Background: an optimization exercise with open tools, aiming at small area, a short achievable clock period and few clock cycles. Do not read the settings as production practice.
Only simulation tests tie the RTL to the original design; equivalence was not proved.

File: flow/run.sh
#!/bin/bash
# Layout flow: the standard ORFS flow (standard synthesis unchanged), with
# the port buffers that global placement inserts made plain buf_1 cells
# instead of the default delay buffers. Every port still gets its buffer.
set -euo pipefail
export BUFFER_PORTS_ARGS="-buffer_cell sky130_fd_sc_hd__buf_1"
bash standard.sh > standard.log 2>&1
File: standard.sh
#!/bin/bash
# synth_recipe.tcl (not shown) runs the flow's synth.tcl, then flattens the netlist and writes it again
# the make line also repeats each setting of config.mk as NAME=value (left out here)
make -C /OpenROAD-flow-scripts/flow DESIGN_CONFIG=/design/flow/config.mk WORK_HOME=/design/flow/orfs CLKGATE_MAP_FILE= SYNTH_SCRIPT=/design/flow/synth_recipe.tcl "${@:-finish}"
File: config.mk
export PLATFORM = sky130hd
export DESIGN_NAME = neuron_pe
export DESIGN_NICKNAME = neuron_pe
export VERILOG_FILES = /design/flow/design.v
export SDC_FILE = /design/flow/constraint.sdc
export NUM_CORES = 4
export LEC_CHECK = 0
export ABC_AREA = 1
export CAP_MARGIN = 20
export CORE_MARGIN = 2
export CORE_UTILIZATION = 40
export CTS_CLUSTER_DIAMETER = 80
export CTS_CLUSTER_SIZE = 35
export SLEW_MARGIN = 70
File: constraint.sdc
create_clock -name core_clock -period 22.0 [get_ports {clk}]
set_input_delay 4.4000 -clock core_clock [delete_from_list [all_inputs] [get_ports {clk}]]
set_output_delay 4.4000 -clock core_clock [all_outputs]
set_load 0.01 [all_outputs]
File: design.v
module neuron_pe #(
    parameter int N     = 6,
    parameter int BITS  = 16,
    parameter int FRAC  = 8
) (
    input  logic                  clk,
    input  logic                  rst_n,
    input  logic                  load_w,
    input  logic                  start,
    input  logic                  bp,
    input  logic [1:0]            act_sel,
    input  logic [N*BITS-1:0]     x,
    input  logic [N*BITS-1:0]     w,
    input  logic [BITS-1:0]       b,
    input  logic [BITS-1:0]       dz_in,
    input  logic [BITS-1:0]       w_in,
    input  logic [BITS-1:0]       lr,
    output logic                  busy,
    output logic                  done,
    output logic [BITS-1:0]       y,
    output logic [(N+1)*BITS-1:0] w_out
);
    typedef logic signed [15:0] word_t;
    function automatic word_t sadd(input word_t a, input word_t c);
        logic signed [16:0] s;
        s = {a[15], a} + {c[15], c};
        if (s[16] != s[15])
            sadd = {s[16], {15{~s[16]}}};
        else
            sadd = s[15:0];
    endfunction
    function automatic word_t act_gate(input logic [1:0] a, input logic neg,
                                       input word_t v);
        act_gate = v;
        if (neg && (a != 2'b00)) begin
            if (a == 2'b10)
                act_gate = v >>> 3;
            else
                act_gate = '0;
        end
    endfunction
    function automatic word_t mux1h7(input logic [6:0] s, input word_t d0,
                                     input word_t d1, input word_t d2,
                                     input word_t d3, input word_t d4,
                                     input word_t d5, input word_t d6);
        mux1h7 = ({16{s[0]}} & d0) | ({16{s[1]}} & d1) | ({16{s[2]}} & d2) |
                 ({16{s[3]}} & d3) | ({16{s[4]}} & d4) | ({16{s[5]}} & d5) |
                 ({16{s[6]}} & d6);
    endfunction
    logic         mode;        
    logic [4:0]   cnt;
    logic         zneg;
    logic [1:0]   act_r;
    word_t        store [0:6];
    word_t        xr    [0:5];
    word_t        lr_r;
    word_t        D;
    word_t        P;
    logic [23:0]  r0, r1;      
    logic         c8;
    logic [5:0]   sa_x;        
    logic         sa_p;        
    logic         sa_l;        
    logic [5:0]   sb_w;        
    logic         sb_d;        
    logic         sb_p;        
    logic         rot;         
    logic         s_d;         
    logic         s_b;         
    logic         f_acc;       
    logic         f_fin;       
    logic         b_g;         
    logic         b_t;         
    wire idle = ~busy;
    word_t opa, opb, prod, s_in1, sum;
    logic [23:0] n_r0, n_r1;
    logic        n_c8;
    always_comb begin
        opa = mux1h7({sa_l, sa_x}, xr[0], xr[1], xr[2], xr[3], xr[4], xr[5], lr_r)
            | ({16{sa_p}} & P);
        opb = mux1h7({sb_d, sb_w}, store[1], store[2], store[3], store[4],
                     store[5], store[6], D)
            | ({16{sb_p}} & P);
        s_in1 = ({16{s_b}} & store[0]) | ({16{s_d}} & D);
        sum = sadd(s_in1, prod);
    end
    np_pmul_s1 u_s1 (.a(opa), .b(opb), .r0(n_r0), .r1(n_r1), .c8(n_c8));
    np_pmul_s2 u_s2 (.r0(r0), .r1(r1), .c8(c8), .y(prod));
    logic       n_busy, n_mode, n_f, n_b;
    logic [4:0] n_cnt;
    always_comb begin
        if (idle) begin
            n_cnt  = '0;
            n_busy = start & ~load_w;
            n_mode = bp;
        end else begin
            n_cnt  = cnt + 5'd1;
            n_busy = ~done;
            n_mode = mode;
        end
        n_f = n_busy & ~n_mode;
        n_b = n_busy & n_mode;
    end
    logic [5:0] nb_x;
    logic       nb_ap, nb_al, nb_bd, nb_bp, nb_g, nb_t;
    logic       nb_u;
    always_comb begin
        nb_x  = '0;
        nb_ap = 1'b0; nb_al = 1'b0; nb_bd = 1'b0; nb_bp = 1'b0;
        nb_g  = 1'b0; nb_t  = 1'b0; nb_u  = 1'b0;
        case (n_cnt)
            5'd0:  begin nb_ap = 1'b1; nb_bd = 1'b1; end
            5'd1:  begin nb_g = 1'b1; end
            5'd2:  begin nb_al = 1'b1; nb_bd = 1'b1; end
            5'd3:  begin nb_x[0] = 1'b1; nb_bd = 1'b1; nb_u = 1'b1; end
            5'd4:  begin nb_x[1] = 1'b1; nb_bd = 1'b1; nb_t = 1'b1; end
            5'd5:  begin nb_al = 1'b1; nb_bp = 1'b1; nb_t = 1'b1; end
            5'd6:  begin nb_al = 1'b1; nb_bp = 1'b1; nb_u = 1'b1; end
            5'd7:  begin nb_x[2] = 1'b1; nb_bd = 1'b1; nb_u = 1'b1; end
            5'd8:  begin nb_x[3] = 1'b1; nb_bd = 1'b1; nb_t = 1'b1; end
            5'd9:  begin nb_al = 1'b1; nb_bp = 1'b1; nb_t = 1'b1; end
            5'd10: begin nb_al = 1'b1; nb_bp = 1'b1; nb_u = 1'b1; end
            5'd11: begin nb_x[4] = 1'b1; nb_bd = 1'b1; nb_u = 1'b1; end
            5'd12: begin nb_x[5] = 1'b1; nb_bd = 1'b1; nb_t = 1'b1; end
            5'd13: begin nb_al = 1'b1; nb_bp = 1'b1; nb_t = 1'b1; end
            5'd14: begin nb_al = 1'b1; nb_bp = 1'b1; nb_u = 1'b1; end
            5'd15: begin nb_u = 1'b1; end
            default: ;
        endcase
    end
    always_ff @(posedge clk or negedge rst_n) begin
        if (!rst_n) begin
            rot   <= 1'b0;
            f_fin <= 1'b0;
        end else begin
            rot   <= n_b && nb_u;
            f_fin <= n_f && n_cnt == 5'd6;
        end
    end
    always_ff @(posedge clk) begin
        for (int i = 0; i < 6; i++) begin
            sa_x[i] <= (n_f && n_cnt == 5'(i)) || (n_b && nb_x[i]);
            sb_w[i] <= n_f && n_cnt == 5'(i);
        end
        sa_p  <= n_b && nb_ap;
        sa_l  <= n_b && nb_al;
        sb_d  <= n_b && nb_bd;
        sb_p  <= n_b && nb_bp;
        s_d   <= n_f && n_cnt >= 5'd2;
        s_b   <= (n_f && n_cnt == 5'd1) || n_b;
        f_acc <= n_f && n_cnt >= 5'd1 && n_cnt <= 5'd5;
        b_g   <= n_b && nb_g;
        b_t   <= n_b && nb_t;
    end
    always_ff @(posedge clk) begin
        r0 <= n_r0;
        r1 <= n_r1;
        c8 <= n_c8;
        if (idle) begin
            for (int i = 0; i < 6; i++)
                xr[i] <= x[i*16 +: 16];
            lr_r  <= lr;
            act_r <= act_sel;
            D     <= dz_in;
            P     <= w_in;
        end else begin
            if (f_acc)
                D <= sum;
            else if (b_g)
                D <= act_gate(act_r, zneg, prod);
            if (b_t)
                P <= prod;
        end
    end
    always_ff @(posedge clk or negedge rst_n) begin
        if (!rst_n) begin
            busy <= 1'b0;
            done <= 1'b0;
            mode <= 1'b0;
            cnt  <= '0;
            zneg <= 1'b0;
            y    <= '0;
            for (int k = 0; k < 7; k++)
                store[k] <= '0;
        end else begin
            busy <= n_busy;
            mode <= n_mode;
            cnt  <= n_cnt;
            done <= f_fin || (busy && mode && cnt == 5'd15);
            if (f_fin) begin
                y    <= act_gate(act_r, sum[15], sum);
                zneg <= sum[15];
            end
            if (idle && load_w) begin
                store[0] <= b;
                for (int i = 0; i < 6; i++)
                    store[i + 1] <= w[i*16 +: 16];
            end
            if (rot) begin
                for (int k = 0; k < 6; k++)
                    store[k] <= store[k + 1];
                store[6] <= sum;
            end
        end
    end
    generate
        for (genvar k = 0; k <= 6; k++) begin : g_wout
            assign w_out[k*16 +: 16] = store[k];
        end
    endgenerate
endmodule
module np_pmul_s1 (
    input  logic [15:0] a,
    input  logic [15:0] b,
    output logic [23:0] r0,
    output logic [23:0] r1,
    output logic c8
);
    logic [16:0] bx;
    assign bx = {b, 1'b0};
    logic one0, two0, neg0;
    assign one0 = bx[1] ^ bx[0];
    assign two0 = (bx[2] & ~bx[1] & ~bx[0]) | (~bx[2] & bx[1] & bx[0]);
    assign neg0 = bx[2];
    logic [16:0] pp0;
    assign pp0[0] = ((one0 & a[0]) | (two0 & 1'b0)) ^ neg0;
    assign pp0[1] = ((one0 & a[1]) | (two0 & a[0])) ^ neg0;
    assign pp0[2] = ((one0 & a[2]) | (two0 & a[1])) ^ neg0;
    assign pp0[3] = ((one0 & a[3]) | (two0 & a[2])) ^ neg0;
    assign pp0[4] = ((one0 & a[4]) | (two0 & a[3])) ^ neg0;
    assign pp0[5] = ((one0 & a[5]) | (two0 & a[4])) ^ neg0;
    assign pp0[6] = ((one0 & a[6]) | (two0 & a[5])) ^ neg0;
    assign pp0[7] = ((one0 & a[7]) | (two0 & a[6])) ^ neg0;
    assign pp0[8] = ((one0 & a[8]) | (two0 & a[7])) ^ neg0;
    assign pp0[9] = ((one0 & a[9]) | (two0 & a[8])) ^ neg0;
    assign pp0[10] = ((one0 & a[10]) | (two0 & a[9])) ^ neg0;
    assign pp0[11] = ((one0 & a[11]) | (two0 & a[10])) ^ neg0;
    assign pp0[12] = ((one0 & a[12]) | (two0 & a[11])) ^ neg0;
    assign pp0[13] = ((one0 & a[13]) | (two0 & a[12])) ^ neg0;
    assign pp0[14] = ((one0 & a[14]) | (two0 & a[13])) ^ neg0;
    assign pp0[15] = ((one0 & a[15]) | (two0 & a[14])) ^ neg0;
    assign pp0[16] = ((one0 & a[15]) | (two0 & a[15])) ^ neg0;
    logic one1, two1, neg1;
    assign one1 = bx[3] ^ bx[2];
    assign two1 = (bx[4] & ~bx[3] & ~bx[2]) | (~bx[4] & bx[3] & bx[2]);
    assign neg1 = bx[4];
    logic [16:0] pp1;
    assign pp1[0] = ((one1 & a[0]) | (two1 & 1'b0)) ^ neg1;
    assign pp1[1] = ((one1 & a[1]) | (two1 & a[0])) ^ neg1;
    assign pp1[2] = ((one1 & a[2]) | (two1 & a[1])) ^ neg1;
    assign pp1[3] = ((one1 & a[3]) | (two1 & a[2])) ^ neg1;
    assign pp1[4] = ((one1 & a[4]) | (two1 & a[3])) ^ neg1;
    assign pp1[5] = ((one1 & a[5]) | (two1 & a[4])) ^ neg1;
    assign pp1[6] = ((one1 & a[6]) | (two1 & a[5])) ^ neg1;
    assign pp1[7] = ((one1 & a[7]) | (two1 & a[6])) ^ neg1;
    assign pp1[8] = ((one1 & a[8]) | (two1 & a[7])) ^ neg1;
    assign pp1[9] = ((one1 & a[9]) | (two1 & a[8])) ^ neg1;
    assign pp1[10] = ((one1 & a[10]) | (two1 & a[9])) ^ neg1;
    assign pp1[11] = ((one1 & a[11]) | (two1 & a[10])) ^ neg1;
    assign pp1[12] = ((one1 & a[12]) | (two1 & a[11])) ^ neg1;
    assign pp1[13] = ((one1 & a[13]) | (two1 & a[12])) ^ neg1;
    assign pp1[14] = ((one1 & a[14]) | (two1 & a[13])) ^ neg1;
    assign pp1[15] = ((one1 & a[15]) | (two1 & a[14])) ^ neg1;
    assign pp1[16] = ((one1 & a[15]) | (two1 & a[15])) ^ neg1;
    logic one2, two2, neg2;
    assign one2 = bx[5] ^ bx[4];
    assign two2 = (bx[6] & ~bx[5] & ~bx[4]) | (~bx[6] & bx[5] & bx[4]);
    assign neg2 = bx[6];
    logic [16:0] pp2;
    assign pp2[0] = ((one2 & a[0]) | (two2 & 1'b0)) ^ neg2;
    assign pp2[1] = ((one2 & a[1]) | (two2 & a[0])) ^ neg2;
    assign pp2[2] = ((one2 & a[2]) | (two2 & a[1])) ^ neg2;
    assign pp2[3] = ((one2 & a[3]) | (two2 & a[2])) ^ neg2;
    assign pp2[4] = ((one2 & a[4]) | (two2 & a[3])) ^ neg2;
    assign pp2[5] = ((one2 & a[5]) | (two2 & a[4])) ^ neg2;
    assign pp2[6] = ((one2 & a[6]) | (two2 & a[5])) ^ neg2;
    assign pp2[7] = ((one2 & a[7]) | (two2 & a[6])) ^ neg2;
    assign pp2[8] = ((one2 & a[8]) | (two2 & a[7])) ^ neg2;
    assign pp2[9] = ((one2 & a[9]) | (two2 & a[8])) ^ neg2;
    assign pp2[10] = ((one2 & a[10]) | (two2 & a[9])) ^ neg2;
    assign pp2[11] = ((one2 & a[11]) | (two2 & a[10])) ^ neg2;
    assign pp2[12] = ((one2 & a[12]) | (two2 & a[11])) ^ neg2;
    assign pp2[13] = ((one2 & a[13]) | (two2 & a[12])) ^ neg2;
    assign pp2[14] = ((one2 & a[14]) | (two2 & a[13])) ^ neg2;
    assign pp2[15] = ((one2 & a[15]) | (two2 & a[14])) ^ neg2;
    assign pp2[16] = ((one2 & a[15]) | (two2 & a[15])) ^ neg2;
    logic one3, two3, neg3;
    assign one3 = bx[7] ^ bx[6];
    assign two3 = (bx[8] & ~bx[7] & ~bx[6]) | (~bx[8] & bx[7] & bx[6]);
    assign neg3 = bx[8];
    logic [16:0] pp3;
    assign pp3[0] = ((one3 & a[0]) | (two3 & 1'b0)) ^ neg3;
    assign pp3[1] = ((one3 & a[1]) | (two3 & a[0])) ^ neg3;
    assign pp3[2] = ((one3 & a[2]) | (two3 & a[1])) ^ neg3;
    assign pp3[3] = ((one3 & a[3]) | (two3 & a[2])) ^ neg3;
    assign pp3[4] = ((one3 & a[4]) | (two3 & a[3])) ^ neg3;
    assign pp3[5] = ((one3 & a[5]) | (two3 & a[4])) ^ neg3;
    assign pp3[6] = ((one3 & a[6]) | (two3 & a[5])) ^ neg3;
    assign pp3[7] = ((one3 & a[7]) | (two3 & a[6])) ^ neg3;
    assign pp3[8] = ((one3 & a[8]) | (two3 & a[7])) ^ neg3;
    assign pp3[9] = ((one3 & a[9]) | (two3 & a[8])) ^ neg3;
    assign pp3[10] = ((one3 & a[10]) | (two3 & a[9])) ^ neg3;
    assign pp3[11] = ((one3 & a[11]) | (two3 & a[10])) ^ neg3;
    assign pp3[12] = ((one3 & a[12]) | (two3 & a[11])) ^ neg3;
    assign pp3[13] = ((one3 & a[13]) | (two3 & a[12])) ^ neg3;
    assign pp3[14] = ((one3 & a[14]) | (two3 & a[13])) ^ neg3;
    assign pp3[15] = ((one3 & a[15]) | (two3 & a[14])) ^ neg3;
    assign pp3[16] = ((one3 & a[15]) | (two3 & a[15])) ^ neg3;
    logic one4, two4, neg4;
    assign one4 = bx[9] ^ bx[8];
    assign two4 = (bx[10] & ~bx[9] & ~bx[8]) | (~bx[10] & bx[9] & bx[8]);
    assign neg4 = bx[10];
    logic [16:0] pp4;
    assign pp4[0] = ((one4 & a[0]) | (two4 & 1'b0)) ^ neg4;
    assign pp4[1] = ((one4 & a[1]) | (two4 & a[0])) ^ neg4;
    assign pp4[2] = ((one4 & a[2]) | (two4 & a[1])) ^ neg4;
    assign pp4[3] = ((one4 & a[3]) | (two4 & a[2])) ^ neg4;
    assign pp4[4] = ((one4 & a[4]) | (two4 & a[3])) ^ neg4;
    assign pp4[5] = ((one4 & a[5]) | (two4 & a[4])) ^ neg4;
    assign pp4[6] = ((one4 & a[6]) | (two4 & a[5])) ^ neg4;
    assign pp4[7] = ((one4 & a[7]) | (two4 & a[6])) ^ neg4;
    assign pp4[8] = ((one4 & a[8]) | (two4 & a[7])) ^ neg4;
    assign pp4[9] = ((one4 & a[9]) | (two4 & a[8])) ^ neg4;
    assign pp4[10] = ((one4 & a[10]) | (two4 & a[9])) ^ neg4;
    assign pp4[11] = ((one4 & a[11]) | (two4 & a[10])) ^ neg4;
    assign pp4[12] = ((one4 & a[12]) | (two4 & a[11])) ^ neg4;
    assign pp4[13] = ((one4 & a[13]) | (two4 & a[12])) ^ neg4;
    assign pp4[14] = ((one4 & a[14]) | (two4 & a[13])) ^ neg4;
    assign pp4[15] = ((one4 & a[15]) | (two4 & a[14])) ^ neg4;
    assign pp4[16] = ((one4 & a[15]) | (two4 & a[15])) ^ neg4;
    logic one5, two5, neg5;
    assign one5 = bx[11] ^ bx[10];
    assign two5 = (bx[12] & ~bx[11] & ~bx[10]) | (~bx[12] & bx[11] & bx[10]);
    assign neg5 = bx[12];
    logic [16:0] pp5;
    assign pp5[0] = ((one5 & a[0]) | (two5 & 1'b0)) ^ neg5;
    assign pp5[1] = ((one5 & a[1]) | (two5 & a[0])) ^ neg5;
    assign pp5[2] = ((one5 & a[2]) | (two5 & a[1])) ^ neg5;
    assign pp5[3] = ((one5 & a[3]) | (two5 & a[2])) ^ neg5;
    assign pp5[4] = ((one5 & a[4]) | (two5 & a[3])) ^ neg5;
    assign pp5[5] = ((one5 & a[5]) | (two5 & a[4])) ^ neg5;
    assign pp5[6] = ((one5 & a[6]) | (two5 & a[5])) ^ neg5;
    assign pp5[7] = ((one5 & a[7]) | (two5 & a[6])) ^ neg5;
    assign pp5[8] = ((one5 & a[8]) | (two5 & a[7])) ^ neg5;
    assign pp5[9] = ((one5 & a[9]) | (two5 & a[8])) ^ neg5;
    assign pp5[10] = ((one5 & a[10]) | (two5 & a[9])) ^ neg5;
    assign pp5[11] = ((one5 & a[11]) | (two5 & a[10])) ^ neg5;
    assign pp5[12] = ((one5 & a[12]) | (two5 & a[11])) ^ neg5;
    assign pp5[13] = ((one5 & a[13]) | (two5 & a[12])) ^ neg5;
    assign pp5[14] = ((one5 & a[14]) | (two5 & a[13])) ^ neg5;
    assign pp5[15] = ((one5 & a[15]) | (two5 & a[14])) ^ neg5;
    assign pp5[16] = ((one5 & a[15]) | (two5 & a[15])) ^ neg5;
    logic one6, two6, neg6;
    assign one6 = bx[13] ^ bx[12];
    assign two6 = (bx[14] & ~bx[13] & ~bx[12]) | (~bx[14] & bx[13] & bx[12]);
    assign neg6 = bx[14];
    logic [16:0] pp6;
    assign pp6[0] = ((one6 & a[0]) | (two6 & 1'b0)) ^ neg6;
    assign pp6[1] = ((one6 & a[1]) | (two6 & a[0])) ^ neg6;
    assign pp6[2] = ((one6 & a[2]) | (two6 & a[1])) ^ neg6;
    assign pp6[3] = ((one6 & a[3]) | (two6 & a[2])) ^ neg6;
    assign pp6[4] = ((one6 & a[4]) | (two6 & a[3])) ^ neg6;
    assign pp6[5] = ((one6 & a[5]) | (two6 & a[4])) ^ neg6;
    assign pp6[6] = ((one6 & a[6]) | (two6 & a[5])) ^ neg6;
    assign pp6[7] = ((one6 & a[7]) | (two6 & a[6])) ^ neg6;
    assign pp6[8] = ((one6 & a[8]) | (two6 & a[7])) ^ neg6;
    assign pp6[9] = ((one6 & a[9]) | (two6 & a[8])) ^ neg6;
    assign pp6[10] = ((one6 & a[10]) | (two6 & a[9])) ^ neg6;
    assign pp6[11] = ((one6 & a[11]) | (two6 & a[10])) ^ neg6;
    assign pp6[12] = ((one6 & a[12]) | (two6 & a[11])) ^ neg6;
    assign pp6[13] = ((one6 & a[13]) | (two6 & a[12])) ^ neg6;
    assign pp6[14] = ((one6 & a[14]) | (two6 & a[13])) ^ neg6;
    assign pp6[15] = ((one6 & a[15]) | (two6 & a[14])) ^ neg6;
    assign pp6[16] = ((one6 & a[15]) | (two6 & a[15])) ^ neg6;
    logic one7, two7, neg7;
    assign one7 = bx[15] ^ bx[14];
    assign two7 = (bx[16] & ~bx[15] & ~bx[14]) | (~bx[16] & bx[15] & bx[14]);
    assign neg7 = bx[16];
    logic [16:0] pp7;
    assign pp7[0] = ((one7 & a[0]) | (two7 & 1'b0)) ^ neg7;
    assign pp7[1] = ((one7 & a[1]) | (two7 & a[0])) ^ neg7;
    assign pp7[2] = ((one7 & a[2]) | (two7 & a[1])) ^ neg7;
    assign pp7[3] = ((one7 & a[3]) | (two7 & a[2])) ^ neg7;
    assign pp7[4] = ((one7 & a[4]) | (two7 & a[3])) ^ neg7;
    assign pp7[5] = ((one7 & a[5]) | (two7 & a[4])) ^ neg7;
    assign pp7[6] = ((one7 & a[6]) | (two7 & a[5])) ^ neg7;
    assign pp7[7] = ((one7 & a[7]) | (two7 & a[6])) ^ neg7;
    assign pp7[8] = ((one7 & a[8]) | (two7 & a[7])) ^ neg7;
    assign pp7[9] = ((one7 & a[9]) | (two7 & a[8])) ^ neg7;
    assign pp7[10] = ((one7 & a[10]) | (two7 & a[9])) ^ neg7;
    assign pp7[11] = ((one7 & a[11]) | (two7 & a[10])) ^ neg7;
    assign pp7[12] = ((one7 & a[12]) | (two7 & a[11])) ^ neg7;
    assign pp7[13] = ((one7 & a[13]) | (two7 & a[12])) ^ neg7;
    assign pp7[14] = ((one7 & a[14]) | (two7 & a[13])) ^ neg7;
    assign pp7[15] = ((one7 & a[15]) | (two7 & a[14])) ^ neg7;
    assign pp7[16] = ((one7 & a[15]) | (two7 & a[15])) ^ neg7;
    logic t1;
    logic t2;
    assign t1 = pp0[10] ^ pp1[8];
    assign t2 = pp0[10] & pp1[8];
    logic t3;
    logic t4;
    assign t3 = pp0[11] ^ pp1[9];
    assign t4 = pp0[11] & pp1[9];
    logic t5;
    logic t6;
    assign t5 = pp0[12] ^ pp1[10] ^ pp2[8];
    assign t6 = (pp0[12] & pp1[10]) | (pp0[12] & pp2[8]) | (pp1[10] & pp2[8]);
    logic t7;
    logic t8;
    assign t7 = pp3[6] ^ pp4[4];
    assign t8 = pp3[6] & pp4[4];
    logic t9;
    logic t10;
    assign t9 = pp0[13] ^ pp1[11] ^ pp2[9];
    assign t10 = (pp0[13] & pp1[11]) | (pp0[13] & pp2[9]) | (pp1[11] & pp2[9]);
    logic t11;
    logic t12;
    assign t11 = pp3[7] ^ pp4[5];
    assign t12 = pp3[7] & pp4[5];
    logic t13;
    logic t14;
    assign t13 = pp0[14] ^ pp1[12] ^ pp2[10];
    assign t14 = (pp0[14] & pp1[12]) | (pp0[14] & pp2[10]) | (pp1[12] & pp2[10]);
    logic t15;
    logic t16;
    assign t15 = pp3[8] ^ pp4[6] ^ pp5[4];
    assign t16 = (pp3[8] & pp4[6]) | (pp3[8] & pp5[4]) | (pp4[6] & pp5[4]);
    logic t17;
    logic t18;
    assign t17 = pp6[2] ^ pp7[0];
    assign t18 = pp6[2] & pp7[0];
    logic t19;
    logic t20;
    assign t19 = pp0[15] ^ pp1[13] ^ pp2[11];
    assign t20 = (pp0[15] & pp1[13]) | (pp0[15] & pp2[11]) | (pp1[13] & pp2[11]);
    logic t21;
    logic t22;
    assign t21 = pp3[9] ^ pp4[7] ^ pp5[5];
    assign t22 = (pp3[9] & pp4[7]) | (pp3[9] & pp5[5]) | (pp4[7] & pp5[5]);
    logic t23;
    logic t24;
    assign t23 = pp6[3] ^ pp7[1];
    assign t24 = pp6[3] & pp7[1];
    logic t25;
    logic t26;
    assign t25 = ~pp0[16] ^ pp1[14] ^ pp2[12];
    assign t26 = (~pp0[16] & pp1[14]) | (~pp0[16] & pp2[12]) | (pp1[14] & pp2[12]);
    logic t27;
    logic t28;
    assign t27 = pp3[10] ^ pp4[8] ^ pp5[6];
    assign t28 = (pp3[10] & pp4[8]) | (pp3[10] & pp5[6]) | (pp4[8] & pp5[6]);
    logic t29;
    logic t30;
    assign t29 = pp6[4] ^ pp7[2] ^ 1'b1;
    assign t30 = (pp6[4] & pp7[2]) | (pp6[4] & 1'b1) | (pp7[2] & 1'b1);
    logic t31;
    logic t32;
    assign t31 = pp1[15] ^ pp2[13] ^ pp3[11];
    assign t32 = (pp1[15] & pp2[13]) | (pp1[15] & pp3[11]) | (pp2[13] & pp3[11]);
    logic t33;
    logic t34;
    assign t33 = pp4[9] ^ pp5[7] ^ pp6[5];
    assign t34 = (pp4[9] & pp5[7]) | (pp4[9] & pp6[5]) | (pp5[7] & pp6[5]);
    logic t35;
    logic t36;
    assign t35 = pp7[3] ^ 1'b1;
    assign t36 = pp7[3] & 1'b1;
    logic t37;
    logic t38;
    assign t37 = ~pp1[16] ^ pp2[14] ^ pp3[12];
    assign t38 = (~pp1[16] & pp2[14]) | (~pp1[16] & pp3[12]) | (pp2[14] & pp3[12]);
    logic t39;
    logic t40;
    assign t39 = pp4[10] ^ pp5[8] ^ pp6[6];
    assign t40 = (pp4[10] & pp5[8]) | (pp4[10] & pp6[6]) | (pp5[8] & pp6[6]);
    logic t41;
    logic t42;
    assign t41 = pp2[15] ^ pp3[13] ^ pp4[11];
    assign t42 = (pp2[15] & pp3[13]) | (pp2[15] & pp4[11]) | (pp3[13] & pp4[11]);
    logic t43;
    logic t44;
    assign t43 = pp5[9] ^ pp6[7];
    assign t44 = pp5[9] & pp6[7];
    logic t45;
    logic t46;
    assign t45 = ~pp2[16] ^ pp3[14] ^ pp4[12];
    assign t46 = (~pp2[16] & pp3[14]) | (~pp2[16] & pp4[12]) | (pp3[14] & pp4[12]);
    logic t47;
    logic t48;
    assign t47 = pp3[15] ^ pp4[13];
    assign t48 = pp3[15] & pp4[13];
    logic t49;
    logic t50;
    assign t49 = pp0[6] ^ pp1[4];
    assign t50 = pp0[6] & pp1[4];
    logic t51;
    logic t52;
    assign t51 = pp0[7] ^ pp1[5];
    assign t52 = pp0[7] & pp1[5];
    logic t53;
    logic t54;
    assign t53 = pp0[8] ^ pp1[6] ^ pp2[4];
    assign t54 = (pp0[8] & pp1[6]) | (pp0[8] & pp2[4]) | (pp1[6] & pp2[4]);
    logic t55;
    logic t56;
    assign t55 = pp3[2] ^ pp4[0];
    assign t56 = pp3[2] & pp4[0];
    logic t57;
    logic t58;
    assign t57 = pp0[9] ^ pp1[7] ^ pp2[5];
    assign t58 = (pp0[9] & pp1[7]) | (pp0[9] & pp2[5]) | (pp1[7] & pp2[5]);
    logic t59;
    logic t60;
    assign t59 = pp3[3] ^ pp4[1];
    assign t60 = pp3[3] & pp4[1];
    logic t61;
    logic t62;
    assign t61 = t1 ^ pp2[6] ^ pp3[4];
    assign t62 = (t1 & pp2[6]) | (t1 & pp3[4]) | (pp2[6] & pp3[4]);
    logic t63;
    logic t64;
    assign t63 = pp4[2] ^ pp5[0] ^ neg5;
    assign t64 = (pp4[2] & pp5[0]) | (pp4[2] & neg5) | (pp5[0] & neg5);
    logic t65;
    logic t66;
    assign t65 = t2 ^ t3 ^ pp2[7];
    assign t66 = (t2 & t3) | (t2 & pp2[7]) | (t3 & pp2[7]);
    logic t67;
    logic t68;
    assign t67 = pp3[5] ^ pp4[3] ^ pp5[1];
    assign t68 = (pp3[5] & pp4[3]) | (pp3[5] & pp5[1]) | (pp4[3] & pp5[1]);
    logic t69;
    logic t70;
    assign t69 = t4 ^ t5 ^ t7;
    assign t70 = (t4 & t5) | (t4 & t7) | (t5 & t7);
    logic t71;
    logic t72;
    assign t71 = pp5[2] ^ pp6[0] ^ neg6;
    assign t72 = (pp5[2] & pp6[0]) | (pp5[2] & neg6) | (pp6[0] & neg6);
    logic t73;
    logic t74;
    assign t73 = t6 ^ t8 ^ t9;
    assign t74 = (t6 & t8) | (t6 & t9) | (t8 & t9);
    logic t75;
    logic t76;
    assign t75 = t11 ^ pp5[3] ^ pp6[1];
    assign t76 = (t11 & pp5[3]) | (t11 & pp6[1]) | (pp5[3] & pp6[1]);
    logic t77;
    logic t78;
    assign t77 = t10 ^ t12 ^ t13;
    assign t78 = (t10 & t12) | (t10 & t13) | (t12 & t13);
    logic t79;
    logic t80;
    assign t79 = t15 ^ t17 ^ neg7;
    assign t80 = (t15 & t17) | (t15 & neg7) | (t17 & neg7);
    logic t81;
    logic t82;
    assign t81 = t14 ^ t16 ^ t18;
    assign t82 = (t14 & t16) | (t14 & t18) | (t16 & t18);
    logic t83;
    logic t84;
    assign t83 = t19 ^ t21 ^ t23;
    assign t84 = (t19 & t21) | (t19 & t23) | (t21 & t23);
    logic t85;
    logic t86;
    assign t85 = t20 ^ t22 ^ t24;
    assign t86 = (t20 & t22) | (t20 & t24) | (t22 & t24);
    logic t87;
    logic t88;
    assign t87 = t25 ^ t27 ^ t29;
    assign t88 = (t25 & t27) | (t25 & t29) | (t27 & t29);
    logic t89;
    logic t90;
    assign t89 = t26 ^ t28 ^ t30;
    assign t90 = (t26 & t28) | (t26 & t30) | (t28 & t30);
    logic t91;
    logic t92;
    assign t91 = t31 ^ t33 ^ t35;
    assign t92 = (t31 & t33) | (t31 & t35) | (t33 & t35);
    logic t93;
    logic t94;
    assign t93 = t32 ^ t34 ^ t36;
    assign t94 = (t32 & t34) | (t32 & t36) | (t34 & t36);
    logic t95;
    logic t96;
    assign t95 = t37 ^ t39 ^ pp7[4];
    assign t96 = (t37 & t39) | (t37 & pp7[4]) | (t39 & pp7[4]);
    logic t97;
    logic t98;
    assign t97 = t38 ^ t40 ^ t41;
    assign t98 = (t38 & t40) | (t38 & t41) | (t40 & t41);
    logic t99;
    logic t100;
    assign t99 = t43 ^ pp7[5] ^ 1'b1;
    assign t100 = (t43 & pp7[5]) | (t43 & 1'b1) | (pp7[5] & 1'b1);
    logic t101;
    logic t102;
    assign t101 = t42 ^ t44 ^ t45;
    assign t102 = (t42 & t44) | (t42 & t45) | (t44 & t45);
    logic t103;
    logic t104;
    assign t103 = pp5[10] ^ pp6[8] ^ pp7[6];
    assign t104 = (pp5[10] & pp6[8]) | (pp5[10] & pp7[6]) | (pp6[8] & pp7[6]);
    logic t105;
    logic t106;
    assign t105 = t46 ^ t47 ^ pp5[11];
    assign t106 = (t46 & t47) | (t46 & pp5[11]) | (t47 & pp5[11]);
    logic t107;
    logic t108;
    assign t107 = pp6[9] ^ pp7[7] ^ 1'b1;
    assign t108 = (pp6[9] & pp7[7]) | (pp6[9] & 1'b1) | (pp7[7] & 1'b1);
    logic t109;
    logic t110;
    assign t109 = t48 ^ ~pp3[16] ^ pp4[14];
    assign t110 = (t48 & ~pp3[16]) | (t48 & pp4[14]) | (~pp3[16] & pp4[14]);
    logic t111;
    logic t112;
    assign t111 = pp5[12] ^ pp6[10] ^ pp7[8];
    assign t112 = (pp5[12] & pp6[10]) | (pp5[12] & pp7[8]) | (pp6[10] & pp7[8]);
    logic t113;
    logic t114;
    assign t113 = pp4[15] ^ pp5[13] ^ pp6[11];
    assign t114 = (pp4[15] & pp5[13]) | (pp4[15] & pp6[11]) | (pp5[13] & pp6[11]);
    logic t115;
    logic t116;
    assign t115 = pp7[9] ^ 1'b1;
    assign t116 = pp7[9] & 1'b1;
    logic t117;
    logic t118;
    assign t117 = ~pp4[16] ^ pp5[14] ^ pp6[12];
    assign t118 = (~pp4[16] & pp5[14]) | (~pp4[16] & pp6[12]) | (pp5[14] & pp6[12]);
    logic t119;
    logic t120;
    assign t119 = pp5[15] ^ pp6[13];
    assign t120 = pp5[15] & pp6[13];
    logic t121;
    logic t122;
    assign t121 = pp0[4] ^ pp1[2];
    assign t122 = pp0[4] & pp1[2];
    logic t123;
    logic t124;
    assign t123 = pp0[5] ^ pp1[3];
    assign t124 = pp0[5] & pp1[3];
    logic t125;
    logic t126;
    assign t125 = t49 ^ pp2[2] ^ pp3[0];
    assign t126 = (t49 & pp2[2]) | (t49 & pp3[0]) | (pp2[2] & pp3[0]);
    logic t127;
    logic t128;
    assign t127 = t50 ^ t51 ^ pp2[3];
    assign t128 = (t50 & t51) | (t50 & pp2[3]) | (t51 & pp2[3]);
    logic t129;
    logic t130;
    assign t129 = t52 ^ t53 ^ t55;
    assign t130 = (t52 & t53) | (t52 & t55) | (t53 & t55);
    logic t131;
    logic t132;
    assign t131 = t54 ^ t56 ^ t57;
    assign t132 = (t54 & t56) | (t54 & t57) | (t56 & t57);
    logic t133;
    logic t134;
    assign t133 = t58 ^ t60 ^ t61;
    assign t134 = (t58 & t60) | (t58 & t61) | (t60 & t61);
    logic t135;
    logic t136;
    assign t135 = t62 ^ t64 ^ t65;
    assign t136 = (t62 & t64) | (t62 & t65) | (t64 & t65);
    logic t137;
    logic t138;
    assign t137 = t66 ^ t68 ^ t69;
    assign t138 = (t66 & t68) | (t66 & t69) | (t68 & t69);
    logic t139;
    logic t140;
    assign t139 = t70 ^ t72 ^ t73;
    assign t140 = (t70 & t72) | (t70 & t73) | (t72 & t73);
    logic t141;
    logic t142;
    assign t141 = t74 ^ t76 ^ t77;
    assign t142 = (t74 & t76) | (t74 & t77) | (t76 & t77);
    logic t143;
    logic t144;
    assign t143 = t78 ^ t80 ^ t81;
    assign t144 = (t78 & t80) | (t78 & t81) | (t80 & t81);
    logic t145;
    logic t146;
    assign t145 = t82 ^ t84 ^ t85;
    assign t146 = (t82 & t84) | (t82 & t85) | (t84 & t85);
    logic t147;
    logic t148;
    assign t147 = t86 ^ t88 ^ t89;
    assign t148 = (t86 & t88) | (t86 & t89) | (t88 & t89);
    logic t149;
    logic t150;
    assign t149 = t90 ^ t92 ^ t93;
    assign t150 = (t90 & t92) | (t90 & t93) | (t92 & t93);
    logic t151;
    logic t152;
    assign t151 = t94 ^ t96 ^ t97;
    assign t152 = (t94 & t96) | (t94 & t97) | (t96 & t97);
    logic t153;
    logic t154;
    assign t153 = t98 ^ t100 ^ t101;
    assign t154 = (t98 & t100) | (t98 & t101) | (t100 & t101);
    logic t155;
    logic t156;
    assign t155 = t102 ^ t104 ^ t105;
    assign t156 = (t102 & t104) | (t102 & t105) | (t104 & t105);
    logic t157;
    logic t158;
    assign t157 = t106 ^ t108 ^ t109;
    assign t158 = (t106 & t108) | (t106 & t109) | (t108 & t109);
    logic t159;
    logic t160;
    assign t159 = t110 ^ t112 ^ t113;
    assign t160 = (t110 & t112) | (t110 & t113) | (t112 & t113);
    logic t161;
    logic t162;
    assign t161 = t114 ^ t116 ^ t117;
    assign t162 = (t114 & t116) | (t114 & t117) | (t116 & t117);
    logic t163;
    logic t164;
    assign t163 = t118 ^ t119 ^ pp7[11];
    assign t164 = (t118 & t119) | (t118 & pp7[11]) | (t119 & pp7[11]);
    logic t165;
    logic t166;
    assign t165 = t120 ^ ~pp5[16] ^ pp6[14];
    assign t166 = (t120 & ~pp5[16]) | (t120 & pp6[14]) | (~pp5[16] & pp6[14]);
    logic t167;
    logic t168;
    assign t167 = pp6[15] ^ pp7[13];
    assign t168 = pp6[15] & pp7[13];
    logic t169;
    logic t170;
    assign t169 = pp0[2] ^ pp1[0];
    assign t170 = pp0[2] & pp1[0];
    logic t171;
    logic t172;
    assign t171 = pp0[3] ^ pp1[1];
    assign t172 = pp0[3] & pp1[1];
    logic t173;
    logic t174;
    assign t173 = t121 ^ pp2[0] ^ neg2;
    assign t174 = (t121 & pp2[0]) | (t121 & neg2) | (pp2[0] & neg2);
    logic t175;
    logic t176;
    assign t175 = t122 ^ t123 ^ pp2[1];
    assign t176 = (t122 & t123) | (t122 & pp2[1]) | (t123 & pp2[1]);
    logic t177;
    logic t178;
    assign t177 = t124 ^ t125 ^ neg3;
    assign t178 = (t124 & t125) | (t124 & neg3) | (t125 & neg3);
    logic t179;
    logic t180;
    assign t179 = t126 ^ t127 ^ pp3[1];
    assign t180 = (t126 & t127) | (t126 & pp3[1]) | (t127 & pp3[1]);
    logic t181;
    logic t182;
    assign t181 = t128 ^ t129 ^ neg4;
    assign t182 = (t128 & t129) | (t128 & neg4) | (t129 & neg4);
    logic t183;
    logic t184;
    assign t183 = t130 ^ t131 ^ t59;
    assign t184 = (t130 & t131) | (t130 & t59) | (t131 & t59);
    logic t185;
    logic t186;
    assign t185 = t132 ^ t133 ^ t63;
    assign t186 = (t132 & t133) | (t132 & t63) | (t133 & t63);
    logic t187;
    logic t188;
    assign t187 = t134 ^ t135 ^ t67;
    assign t188 = (t134 & t135) | (t134 & t67) | (t135 & t67);
    logic t189;
    logic t190;
    assign t189 = t136 ^ t137 ^ t71;
    assign t190 = (t136 & t137) | (t136 & t71) | (t137 & t71);
    logic t191;
    logic t192;
    assign t191 = t138 ^ t139 ^ t75;
    assign t192 = (t138 & t139) | (t138 & t75) | (t139 & t75);
    logic t193;
    logic t194;
    assign t193 = t140 ^ t141 ^ t79;
    assign t194 = (t140 & t141) | (t140 & t79) | (t141 & t79);
    logic t195;
    logic t196;
    assign t195 = t142 ^ t143 ^ t83;
    assign t196 = (t142 & t143) | (t142 & t83) | (t143 & t83);
    logic t197;
    logic t198;
    assign t197 = t144 ^ t145 ^ t87;
    assign t198 = (t144 & t145) | (t144 & t87) | (t145 & t87);
    logic t199;
    logic t200;
    assign t199 = t146 ^ t147 ^ t91;
    assign t200 = (t146 & t147) | (t146 & t91) | (t147 & t91);
    logic t201;
    logic t202;
    assign t201 = t148 ^ t149 ^ t95;
    assign t202 = (t148 & t149) | (t148 & t95) | (t149 & t95);
    logic t203;
    logic t204;
    assign t203 = t150 ^ t151 ^ t99;
    assign t204 = (t150 & t151) | (t150 & t99) | (t151 & t99);
    logic t205;
    logic t206;
    assign t205 = t152 ^ t153 ^ t103;
    assign t206 = (t152 & t153) | (t152 & t103) | (t153 & t103);
    logic t207;
    logic t208;
    assign t207 = t154 ^ t155 ^ t107;
    assign t208 = (t154 & t155) | (t154 & t107) | (t155 & t107);
    logic t209;
    logic t210;
    assign t209 = t156 ^ t157 ^ t111;
    assign t210 = (t156 & t157) | (t156 & t111) | (t157 & t111);
    logic t211;
    logic t212;
    assign t211 = t158 ^ t159 ^ t115;
    assign t212 = (t158 & t159) | (t158 & t115) | (t159 & t115);
    logic t213;
    logic t214;
    assign t213 = t160 ^ t161 ^ pp7[10];
    assign t214 = (t160 & t161) | (t160 & pp7[10]) | (t161 & pp7[10]);
    logic t215;
    logic t216;
    assign t215 = t162 ^ t163 ^ 1'b1;
    assign t216 = (t162 & t163) | (t162 & 1'b1) | (t163 & 1'b1);
    logic t217;
    logic t218;
    assign t217 = t164 ^ t165 ^ pp7[12];
    assign t218 = (t164 & t165) | (t164 & pp7[12]) | (t165 & pp7[12]);
    logic t219;
    logic t220;
    assign t219 = t166 ^ t167 ^ 1'b1;
    assign t220 = (t166 & t167) | (t166 & 1'b1) | (t167 & 1'b1);
    logic t221;
    logic t222;
    assign t221 = t168 ^ ~pp6[16] ^ pp7[14];
    assign t222 = (t168 & ~pp6[16]) | (t168 & pp7[14]) | (~pp6[16] & pp7[14]);
    logic t223;
    logic t224;
    assign t223 = pp7[15] ^ 1'b1;
    assign t224 = pp7[15] & 1'b1;
    logic [31:0] s0, s1;
    logic [8:0] lo;
    assign s0 = {1'b1, t224, t222, t220, t218, t216, t214, t212, t210, t208, t206, t204, t202, t200, t198, t196, t194, t192, t190, t188, t186, t184, t182, t180, t178, t176, t174, t172, t170, t169, pp0[1], pp0[0]};
    assign s1 = {1'b0, ~pp7[16], t223, t221, t219, t217, t215, t213, t211, t209, t207, t205, t203, t201, t199, t197, t195, t193, t191, t189, t187, t185, t183, t181, t179, t177, t175, t173, t171, neg1, 1'b0, neg0};
    assign lo = {1'b0, s0[7:0]} + {1'b0, s1[7:0]};
    assign r0 = s0[31:8];
    assign r1 = s1[31:8];
    assign c8 = lo[8];
endmodule
module np_pmul_s2 (
    input  logic [23:0] r0,
    input  logic [23:0] r1,
    input  logic        c8,
    output logic [15:0] y
);
    logic [23:0] p;
    assign p = r0 + r1 + {23'd0, c8};
    wire ovf = ~((&p[23:15]) | ~(|p[23:15]));
    assign y = ovf ? {p[23], {15{~p[23]}}} : p[15:0];
endmodule
==> flow_summary.yaml, run 1 <==
run_status:
  outcome: "no timing/DRC/antenna violations"
synth:
  ys_seq_area_share_pct: 41.0
  yosysUniqueCellTypes: 58
  ys_ff_latch: 353
  yosysWarnings: 3
  netlist_area_um2: 22500
  ys_top_cells_by_area: "edfxtp_1, dfrtp_1, nand2_1, fa_1, dfxtp_1"
  netlist_top_cells_count: "nand2_1, inv_1, o22ai_1"
  synth_edf_count: 146
  netlist.area_leader.share_pct: 19.5
  synth.most_common_cell: "nand2_1"
  ys.flop_type: "edfxtp_1"
  synth_area_per_cell_um2: 8.60
  synthesis.nets: 3040
  yosys.area.top_type: "edfxtp_1"
  netlist_instances: 2617
  synth-async-reset-ratio_pct: 39.4
setup_path:
  start_kind: "flop"
  critPathRequiredTime_ns: 17.60
  slowest_stage: "dfrtp_1"
  crit_path_max_incr_delay_ns: 0.55
  path_delay_family: "flip-flops"
  cp-end-kind: "output pin"
  critPathMaxFanout: 4
  worstPathArrival_ns: 1.32
  critPathKind: "flop to output pin"
  crit_buf_inv: 1
  path_cells: "buf_1"
floorplan:
  pin_count: 393
  rows: 86
  core_um2: 55300
  die_w_um: 241
  start_util_pct: 40.7
  die_h_um: 241
  die-area_um2: 58100
cells_and_area:
  drive_gt1_share_pct: 7.93
  nets: 3382
  nFillCells: 5506
  instances_no_fill: 3729
  syn2layout_area_growth_pct: 15.1
sta:
  rsz0062_at_grt: "no"
  tns_ns: 0
  hold_violations: 0
  maxSlewHeadroom_pct: 69.8
  fin_crit_ns: 5.72
  setup_viol: 0
  fin_skew_ns: 0.0437
  whs_ns: 0.500
  finalCritPeriodShare_pct: 26.0
  slew_viol_final: 0
  worst_slew_pin_slew_ns: 0.450
  max_freq_ghz: 0.175
placement:
  hpwl_um: 65100
  port_buffers: 392
  gp_congestion: 0.966
  dpl.cell_count: 3679
run:
  max_cap_violations: 0
detailed_routing:
  ant_nets: 0
  vias: 20500
  drc: 0
  vias_per_cell: 5.49
  wl_per_cell_um: 22.2
  first_pass_iters: 5
  drtIter0Drc: 2130
  wl_um: 82800
clock_network:
  clk_pin_slew_ns: 0.10
  cts-resized-gates: 0
  cts_hold_buffers: 0
  cts_buffers: 23
  root_buffer: "clkbuf_16"
  clock-sinks: 353
  clk_path_buf_depth: 3
  htreeDepth: 1
  cts_tree: "yes"
  worstSkewPairLatency_ns: 0.60
  post_cts_buffers: 0
global_routing:
  grt_pass1_vias: 19700
  grt_max_degree: 69
  grt_antenna_before_repair: 9
  grt_overflow: 0
  grt_pass1_wl_um: 122000
  track_usage_pct: 28.0
worst_hold_path:
  hold_class: "flop to flop"
[layout make-up]
class	count	area, µm²	area share (%)
multi-input combinational	1793	11500	44.5
antenna	5	12.5	0.0483
tap	748	936	3.61
inverter	343	1310	5.06
timing repair buffer	445	2010	7.75
clock buffer	24	601	2.32
clock inverter	18	244	0.942
sequential	353	9260	35.8
[registers in the layout (all words and copies together), names as in the netlist, 2 cells and up]
signal,cells
store,112
xr,96
r0,23
r1,23
D,16
P,16
lr_r,16
y,16
sa_x,6
sb_w,6
cnt,5
act_r,2
[per-layer routing]
metal / global-route usage (%) / wire length [µm]
met2: 43.6 / 37400
met3: 5.19 / 7650
met4: 9.24 / 2860
met1: 39.3 / 34900
met5: 0 / 24
[through the flow]
stage / worst slack (ns) / area (µm²) / util [%]
finish: 16.28 / 25900 / 46.8
detailed placement: 15.69 / 25000 / 45.1
floorplan: 16.33 / 22500 / -
global placement: 15.28 / 24600 / 44.4
CTS: 16.26 / 25800 / 46.7
global route: 15.88 / 25900 / 46.8
[logic make-up after synthesis]
| group | after synthesis | synth area share (%) |
|---|---|---|
| buffers and inverters | 471 | 8.55 |
| AO/OA/AOI/OAI | 496 | 14.3 |
| adder cells (fa/ha/maj) | 160 | 11.8 |
| flip-flops | 353 | 41.0 |
| XOR/XNOR | 154 | 6.00 |
| AND/OR/NAND/NOR | 983 | 18.4 |
[final timing paths]
check	start	endpoint	slack, ns	cells past startpoint
min in group asynchronous	rst_n	rot	3.76	2
worst min register to register	y[2]	y[2]	0.50	2
worst min-delay path	y[2]	y[2]	0.50	2
worst max-delay path	store[6][13]	w_out[109]	16.28	1
max in group asynchronous	rst_n	store[4][9]	17.14	6
worst max register to register	r0[0]	D[8]	16.29	28
[placed cells by master (no fill, tap or decap), types with 11 or more instances in the layout]
master | Yosys | routed
o22ai_2 | 10 | 11
o21ai_1 | 11 | 15
o22ai_1 | 196 | 195
o21ai_0 | 72 | 65
xor2_1 | 136 | 136
ha_1 | 74 | 74
a21oi_1 | 82 | 82
inv_2 | 12 | 12
nand2_2 | 21 | 25
dfxtp_2 | 0 | 11
edfxtp_1 | 146 | 146
buf_4 | 13 | 30
a221oi_1 | 21 | 20
fa_1 | 86 | 86
xnor2_1 | 18 | 17
nor2_2 | 13 | 16
nor2_1 | 180 | 175
nand2_1 | 620 | 613
buf_1 | 6 | 395
nand4_1 | 35 | 35
clkbuf_16 | 0 | 24
nand3_1 | 74 | 74
o211ai_1 | 28 | 28
dfxtp_1 | 68 | 53
a31oi_1 | 33 | 33
inv_1 | 328 | 324
dfrtp_1 | 139 | 137
Testbench counts, summed over its fixed seeds: cycles 10,392.
==> inputs of run 2 (changes only) <==
--- a/config.mk
+++ b/config.mk
@@ -7,8 +7,8 @@
 export LEC_CHECK = 0
 export ABC_AREA = 1
-export CAP_MARGIN = 20
+export CAP_MARGIN = 0
 export CORE_MARGIN = 2
 export CORE_UTILIZATION = 40
 export CTS_CLUSTER_DIAMETER = 80
-export CTS_CLUSTER_SIZE = 35
+export CTS_CLUSTER_SIZE = 30
 export SLEW_MARGIN = 70
==> run 2 against run 1 <==
  * Count of clock-buffer cells in the layout rose by 1
  * Via count increased by 0.24%
  * Cell area hardly changed
  * Routed wire length grew 0.18%
  * Critical path type is now flop to flop
  * Hold slack hardly changed
  * Die area did not move
  * Sequential cell count unchanged
==> flow_summary.yaml, run 2 <==
global_routing:
  grt_antenna_before_repair: 10
  grt_pass1_vias: 19700
  grt_pass1_wl_um: 122000
  grt_max_degree: 69
  grt_overflow: 0
  grtUsageMet2_pct: 43.6
  grt.met1_usage_pct: 39.4
  top_usage_layer: "met2"
  track_usage_pct: 28.0
  met3_usage_pct: 5.03
detailed_routing:
  vias_per_cell: 5.51
  first_pass_iters: 6
  vias: 20500
  wl_um: 83000
  drtIter0Drc: 2123
  ant_nets: 0
  drc: 0
  wl_per_cell_um: 22.2
sta:
  tns_ns: 0
  fin_skew_ns: 0.0442
  maxSlewHeadroom_pct: 68.8
  slew_viol_final: 0
  fin_crit_ns: 5.74
  rsz0062_at_grt: "no"
  setup_viol: 0
  finalCritPeriodShare_pct: 26.1
  whs_ns: 0.500
  hold_violations: 0
  max_freq_ghz: 0.174
  worst_slew_pin_slew_ns: 0.469
setup_path:
  worstPathArrival_ns: 6.05
  critPathRequiredTime_ns: 22.31
  rrSetupSlack_ns: 16.26
  r2r-start: "r0[0]"
  critPathKind: "flop to flop"
  start_kind: "flop"
  slowest_stage: "fa_1"
  r2r_cells: 28
  critPathMaxFanout: 22
  cp-end-kind: "flop"
  cp_common_cell: "nand2_1"
  crit_buf_inv: 0
  regToRegEndpoint: "D[8]"
  crit_path_max_incr_delay_ns: 0.54
  path_delay_family: "simple AND/OR/NAND/NOR gates"
synth:
  yosysUniqueCellTypes: 58
  ys_seq_area_share_pct: 41.0
  synth_edf_count: 146
  ys.flop_type: "edfxtp_1"
  synth_area_per_cell_um2: 8.60
  synthesis.nets: 3040
  netlist_area_um2: 22500
  ys_ff_latch: 353
  netlist.area_leader.share_pct: 19.5
  synth.most_common_cell: "nand2_1"
  netlist_top_cells_count: "nand2_1, inv_1, o22ai_1"
  yosys.area.top_type: "edfxtp_1"
  yosysWarnings: 3
  ys_top_cells_by_area: "edfxtp_1, dfrtp_1, nand2_1, fa_1, dfxtp_1"
  netlist_instances: 2617
  synth-async-reset-ratio_pct: 39.4
clock_network:
  post_cts_buffers: 0
  cts_tree: "yes"
  clk_path_buf_depth: 3
  cts-resized-gates: 0
  cts_buffers: 23
  root_buffer: "clkbuf_16"
  worstSkewPairLatency_ns: 0.59
  htreeDepth: 1
  clk_pin_slew_ns: 0.09
  clock-sinks: 353
  cts_hold_buffers: 0
cells_and_area:
  final_cell_mix: "nand2_1, buf_1, inv_1, o22ai_1, nor2_1"
  top_regs: "store: 112 flops, xr: 96 flops"
  nets: 3382
  final_common_cell: "nand2_1"
  syn2layout_area_growth_pct: 15.2
  drive_gt1_share_pct: 7.93
  final_area_um2: 25900
  largest_reg_flops: 112
  instances_no_fill: 3730
  largest_register: "store"
placement:
  gp_congestion: 0.966
  dpl.cell_count: 3679
  port_buffers: 392
  hpwl_um: 65100
  placed_area_um2: 25000
worst_hold_path:
  hold_class: "flop to flop"
  min_path_cells: 2
  hold-path-endpoint: "y[2]"
  min_from: "y[2]"
floorplan:
  rows: 86
  die-area_um2: 58100
  core_um2: 55300
  pin_count: 393
  die_h_um: 241
  die_w_um: 241
  start_util_pct: 40.7
run_status:
  outcome: "no timing/DRC/antenna violations"
run:
  max_cap_violations: 0
## run 2: per-stage QoR
| step | util [%] | setup slack [ns] |
|---|---|---|
| after floorplan | - | 16.33 |
| after global placement | 44.4 | 15.28 |
| after detailed placement | 45.1 | 15.69 |
| after CTS | 46.7 | 16.26 |
| after global routing | 46.8 | 15.88 |
| final | 46.8 | 16.26 |
## run 2: final cells by class
cell class / count / area [µm²]
multi-input cells: 1793 / 11500
diodes: 6 / 15.0
fillers: 5510 / 29400
well taps: 748 / 936
clock buffers: 25 / 604
clock inverters: 17 / 255
repair buffers: 445 / 2010
flip-flops and latches: 353 / 9260
inverters: 343 / 1310
## run 2: worst max-delay path by stage
stage / from / endpoint / slack, ns / depth (start not counted)
global placement: load_w / store[1][9] / 15.28 / 9
CTS: store[6][14] / w_out[110] / 16.26 / 1
global route: r0[0] / D[8] / 15.88 / 30
finish: r0[0] / D[8] / 16.26 / 28
detailed placement: load_w / store[3][9] / 15.69 / 9
floorplan: load_w / store[1][11] / 16.33 / 9
## run 2: kinds of logic (layout without fill, tap and decap cells)
logic type | Yosys count | count (layout) | synth area share (%)
simple gates | 983 | 983 | 18.4
compound gates | 496 | 496 | 14.3
xor+xnor | 154 | 154 | 6.00
other cells | 0 | 6 | 0
fa+ha+maj | 160 | 160 | 11.8
flops | 353 | 353 | 41.0
buf+inv | 471 | 830 | 8.55
## run 2: worst reg2reg max path, delay by kind of cell, from the launching register on
family	cells	cell delay [ns]
AND/OR/NAND/NOR	20	2.61
AO/OA/AOI/OAI	4	0.90
flip-flops	1	0.32
adder cells (fa/ha/maj)	4	1.68
## run 2: metal layers
metal  up-vias  part of all wire [%]
li1       9405                     -
met1      9978                    42
met2      1002                    45
met3       145                   9.2
met4         6                   3.4
met5         -                 0.052
==> inputs of run 3 (changes only) <==
--- a/config.mk
+++ b/config.mk
@@ -7,5 +7,5 @@
 export LEC_CHECK = 0
 export ABC_AREA = 1
-export CAP_MARGIN = 0
+export CAP_MARGIN = 20
 export CORE_MARGIN = 2
 export CORE_UTILIZATION = 40
==> run 3 against run 2 <==
  * Clock skew did not move
  * Fmax did not move
  * Die area did not move
  * Setup slack did not move
  * Register-to-register slack barely moved
  * Critical path type unchanged
  * Hold slack did not move
  * Non-clock buffer count did not move
  * Still clean
  * Count of clock-buffer cells in the layout did not move
  * First-iteration DRC count did not move
==> flow_summary.yaml, run 3 <==
run_status:
  outcome: "no timing/DRC/antenna violations"
setup_path:
  start_kind: "flop"
  worstPathArrival_ns: 6.05
  path_delay_family: "simple AND/OR/NAND/NOR gates"
  crit_buf_inv: 0
  r2r_cells: 28
  critPathRequiredTime_ns: 22.31
  critPathKind: "flop to flop"
  r2r-start: "r0[0]"
  cp_common_cell: "nand2_1"
  cp-end-kind: "flop"
  crit_path_max_incr_delay_ns: 0.54
  regToRegEndpoint: "D[8]"
  rrSetupSlack_ns: 16.26
  slowest_stage: "fa_1"
  critPathMaxFanout: 22
clock_network:
  cts_hold_buffers: 0
  htreeDepth: 1
  cts_tree: "yes"
  root_buffer: "clkbuf_16"
  post_cts_buffers: 0
  worstSkewPairLatency_ns: 0.59
  clk_pin_slew_ns: 0.09
  cts_buffers: 23
  cts-resized-gates: 0
  clk_path_buf_depth: 3
  clock-sinks: 353
cells_and_area:
  final_common_cell: "nand2_1"
  drive_gt1_share_pct: 7.93
  nets: 3382
  largest_register: "store"
  top_regs: "store: 112 flops, xr: 96 flops"
  nFillCells: 5510
  largest_reg_flops: 112
  syn2layout_area_growth_pct: 15.2
  final_cell_mix: "nand2_1, buf_1, inv_1, o22ai_1, nor2_1"
detailed_routing:
  vias_per_cell: 5.51
  first_pass_iters: 6
  drtIter0Drc: 2123
  drc: 0
  routed.top_layer: "met5"
  vias: 20500
  wl_met3_um: 7660
  ant_nets: 0
  wl_met1_um: 35000
  wl_per_cell_um: 22.2
  wl_met2_um: 37400
  wl_um: 83000
global_routing:
  grt_pass1_wl_um: 122000
  grt_pass1_vias: 19700
  track_usage_pct: 28.0
  grt_antenna_before_repair: 10
  grt_overflow: 0
  grt_max_degree: 69
synth:
  netlist_instances: 2617
  ys_ff_latch: 353
  synth.most_common_cell: "nand2_1"
  yosysUniqueCellTypes: 58
  netlist_area_um2: 22500
  ys.flop_type: "edfxtp_1"
  synth-async-reset-ratio_pct: 39.4
  ys_top_cells_by_area: "edfxtp_1, dfrtp_1, nand2_1, fa_1, dfxtp_1"
  synth_area_per_cell_um2: 8.60
  synth_edf_count: 146
  yosys.area.top_type: "edfxtp_1"
  netlist_top_cells_count: "nand2_1, inv_1, o22ai_1"
  ys_seq_area_share_pct: 41.0
  yosysWarnings: 3
  synthesis.nets: 3040
  netlist.area_leader.share_pct: 19.5
sta:
  fin_crit_ns: 5.74
  setup_ws_ns: 16.26
  fin_skew_ns: 0.0442
  maxSlewHeadroom_pct: 68.8
  whs_ns: 0.500
  finalCritPeriodShare_pct: 26.1
  slew_viol_final: 0
  max_freq_ghz: 0.174
  hold_violations: 0
  setup_viol: 0
  worst_slew_pin_slew_ns: 0.469
  rsz0062_at_grt: "no"
  tns_ns: 0
placement:
  place_ws_ns: 15.69
  hpwl_um: 65100
  gp_congestion: 0.966
  port_buffers: 392
floorplan:
  rows: 86
  die_h_um: 241
  start_util_pct: 40.7
  pin_count: 393
  core_um2: 55300
  die_w_um: 241
  die-area_um2: 58100
worst_hold_path:
  min_from: "y[2]"
  hold-path-endpoint: "y[2]"
  hold_class: "flop to flop"
  min_path_cells: 2
run:
  max_cap_violations: 0
[run 3: cell counts in the layout (fill, tap and decap cells not counted)]
Identical to the previous run, type by type.
[run 3: worst max path at each step]
| stage | start | end | depth (start not counted) |
|---|---|---|---|
| after floorplan | load_w | store[1][11] | 9 |
| after global placement | load_w | store[1][9] | 9 |
| after detailed placement | load_w | store[3][9] | 9 |
| after CTS | store[6][14] | w_out[110] | 1 |
| after global routing | r0[0] | D[8] | 30 |
| final | r0[0] | D[8] | 28 |
[run 3: through the flow]
step / instances / util [%] / cell area [µm²]
CTS: 3721 / 46.7 / 25800
global placement: 3662 / 44.4 / 24600
finish: 3730 / 46.8 / 25900
global route: 3728 / 46.8 / 25900
detailed placement: 3679 / 45.1 / 25000
floorplan: 2617 / - / 22500
[run 3: kinds of logic after synthesis]
| logic type | Yosys count | share of synthesized area [%] |
|---|---|---|
| xor gates and xnor gates | 154 | 6.00 |
| DFF | 353 | 41.0 |
| AOI/OAI and AO/OA | 496 | 14.3 |
| and+or+nand+nor | 983 | 18.4 |
| adders and majority gates | 160 | 11.8 |
| buffers and inverters | 471 | 8.55 |
[run 3: worst min-delay path, stage by stage, from the launching register on]
cell,delay [ns]
dfrtp_1,0.36
nand2_1,0.05
nand2_1,0.06
[run 3: per-layer routing]
| layer | track usage, % | vias up |
|---|---|---|
| li1 | - | 9405 |
| met1 | 39.4 | 9978 |
| met2 | 43.6 | 1002 |
| met3 | 5.03 | 145 |
| met4 | 9.20 | 6 |
| met5 | 0 | - |
[run 3: final cells by class]
class                      instances  area (µm²)  share of cell area, %
clock buffer                      25         604                   2.33
timing repair buffer             445        2010                   7.75
tap                              748         936                   3.61
sequential                       353        9260                   35.7
antenna                            6        15.0                 0.0579
inverter                         343        1310                   5.06
clock inverter                    17         255                  0.985
multi-input combinational       1793       11500                   44.5
==> inputs of run 4 (changes only) <==
--- a/config.mk
+++ b/config.mk
@@ -12,3 +12,3 @@
 export CTS_CLUSTER_DIAMETER = 80
 export CTS_CLUSTER_SIZE = 30
-export SLEW_MARGIN = 70
+export SLEW_MARGIN = 50
==> run 4 against run 3 <==
  * Via count is 0.50% lower
  * First-iteration DRC count is 3.2% higher
  * Cell area is 1.5% lower
  * Count of clock-buffer cells in the layout stayed put
  * Register-to-register slack worse by 0.37 ns
  * Non-clock buffer count is 19 lower
  * Critical path depth is 19 lower
  * Die area stayed put
  * Hold slack better by 0.0063 ns
  * Critical path type is now input pin to flop
  * Highest routed layer unchanged
==> flow_summary.yaml, run 4 <==
setup_path:
  crit_path_max_incr_delay_ns: 0.67
  cp_common_cell: "buf_4"
  start_kind: "input pin"
  path_cells: "buf_1 > inv_1 > nor2_1 > nor2_4 > buf_4 > clkinv_2 > buf_4 > o211ai_1 > o21ai_0"
  critPathRequiredTime_ns: 22.44
  critPathKind: "input pin to flop"
  worstPathArrival_ns: 6.77
  cp-end-kind: "flop"
  critPathMaxFanout: 55
detailed_routing:
  vias_per_cell: 5.51
  drtIter0Drc: 2191
  drc: 0
  wl_per_cell_um: 22.3
  vias: 20400
  wl_um: 82900
  ant_nets: 0
global_routing:
  grt_antenna_before_repair: 10
  grt_pass1_vias: 19500
  grt_max_degree: 93
  track_usage_pct: 27.9
cells_and_area:
  largest_reg_flops: 112
  final_cell_mix: "nand2_1, buf_1, inv_1, o22ai_1, nor2_1"
  final_common_cell: "nand2_1"
  largest_register: "store"
  nets: 3363
  multi_input_area_um2: 11400
  nFillCells: 5537
  syn2layout_area_growth_pct: 13.5
  final_util_pct: 46.2
clock_network:
  root_buffer: "clkbuf_16"
  htreeDepth: 1
  cts_hold_buffers: 0
  worstSkewPairLatency_ns: 0.58
  clk_path_buf_depth: 3
  clk_pin_slew_ns: 0.09
  cts_tree: "yes"
sta:
  maxSlewHeadroom_pct: 45.3
  fin_skew_ns: 0.0276
  worst_slew_pin_slew_ns: 0.814
  finalCritPeriodShare_pct: 28.8
  setup_ws_ns: 15.66
  hold_violations: 0
  fin_crit_ns: 6.34
synth:
  muxShareOfSynthArea_pct: 0
  synth_edf_count: 146
  synthesis.nets: 3040
  synth.most_common_cell: "nand2_1"
  netlist.area_leader.share_pct: 19.5
  yosys.area_share.simple_pct: 18.4
  netlist_top_cells_count: "nand2_1, inv_1, o22ai_1"
  synth_compound_area_share_pct: 14.3
  yosysUniqueCellTypes: 58
  yosysWarnings: 3
  synth_top_family_by_area: "simple AND/OR/NAND/NOR gates"
  yosys.area.top_type: "edfxtp_1"
  synth_area_per_cell_um2: 8.60
  synth_xor_xnor_area_share_pct: 6.00
floorplan:
  die_h_um: 241
  die_w_um: 241
  rows: 86
  core_um2: 55300
placement:
  hpwl_um: 64200
  place_ws_ns: 15.19
  gp_congestion: 0.966
  port_buffers: 392
run_status:
  outcome: "no timing/DRC/antenna violations"
run:
  max_cap_violations: 0
worst_hold_path:
  hold_class: "flop to flop"
## run 4: cell count changes in the layout (fill, tap and decap cells not counted), moves of 5 or more
cell and change:
buf_12 -7, dfxtp_1 +5, nand2_1 +6, o21ai_0 +7
o21ai_1 -6
## run 4: final cells by class
| type | count | share of cell area (%) |
|---|---|---|
| Clock inverter | 16 | 1.00 |
| Clock buffer | 25 | 2.28 |
| Antenna cell | 5 | 0.0490 |
| Timing Repair Buffer | 426 | 6.95 |
| Sequential cell | 353 | 36.2 |
| Inverter | 343 | 5.10 |
| Tap cell | 748 | 3.67 |
| Multi-Input combinational cell | 1793 | 44.8 |
## run 4: per-layer routing
layer,share of wire [%],GRT usage [%],up-vias
met5,0.071,0,-
met4,4.0,10.4,8
met3,9.6,6.20,168
met2,45,42.7,1041
met1,42,38.8,9851
li1,-,-,9365
## run 4: worst max-delay path, delay by kind of cell
kind                   cells  cell delay [ns]
and+or+nand+nor            2             0.22
buffers and inverters      5             1.81
AOI/OAI and AO/OA          2             0.28
## run 4: worst paths after layout
path	slack [ns]	from	endpoint	cells after the start
min in group asynchronous	3.81	rst_n	y[12]	2
max in group asynchronous	16.94	rst_n	store[1][4]	4
setup reg to reg	15.89	r0[0]	D[8]	28
hold / removal	0.51	y[2]	y[2]	2
setup / recovery	15.66	load_w	store[3][9]	9
hold reg to reg	0.51	y[2]	y[2]	2
## run 4: through the flow
stage / instances / area, µm²
floorplan: 2617 / 22500
global placement: 3662 / 24600
detailed placement: 3663 / 24600
CTS: 3704 / 25500
global route: 3709 / 25500
finish: 3709 / 25500
## run 4: logic make-up (layout without fill, tap and decap cells)
family | count (synthesis) | after routing
other | 0 | 5
AO/OA/AOI/OAI | 496 | 496
flip-flops | 353 | 353
XOR/XNOR | 154 | 154
AND/OR/NAND/NOR | 983 | 983
buffers and inverters | 471 | 810
adder cells (fa/ha/maj) | 160 | 160

==> port drivers added, routing unchanged <==
How much do the figures lean on ideal ports? The routed layouts below were timed once more, with nothing changed but the port constraints. Step 1 assumes that a clkbuf_16 drives the clock port and a buf_2 every other input. Step 2 moves the port delays by t, midway between the first and last clock arrival at a register: inputs arrive t later, outputs are due t later. That takes back most of the time a late clock gives input paths. Three values: ideal ports, drivers, drivers and shift; two values: the first two.
| run | shift t [ns] | slack for setup (ns) | slew at the worst register clock pin (ns) | worst slew at a driven data input, ns |
|---|---|---|---|---|
| run 1 | 0.636 | 16.280 / 16.218 / 15.737 | 0.12 / 0.12 | 0.09 |
| run 2 | 0.635 | 16.263 / 16.206 / 15.721 | 0.11 / 0.11 | 0.09 |
| run 3 | 0.635 | 16.263 / 16.206 / 15.721 | 0.11 / 0.11 | 0.09 |
| run 4 | 0.630 | 15.664 / 15.705 / 15.075 | 0.11 / 0.11 | 0.10 |
After both steps setup and hold are still met in every run listed. The setup slack of run 4, which loses most, moves by +0.041 ns with the drivers and by -0.589 ns with both steps.
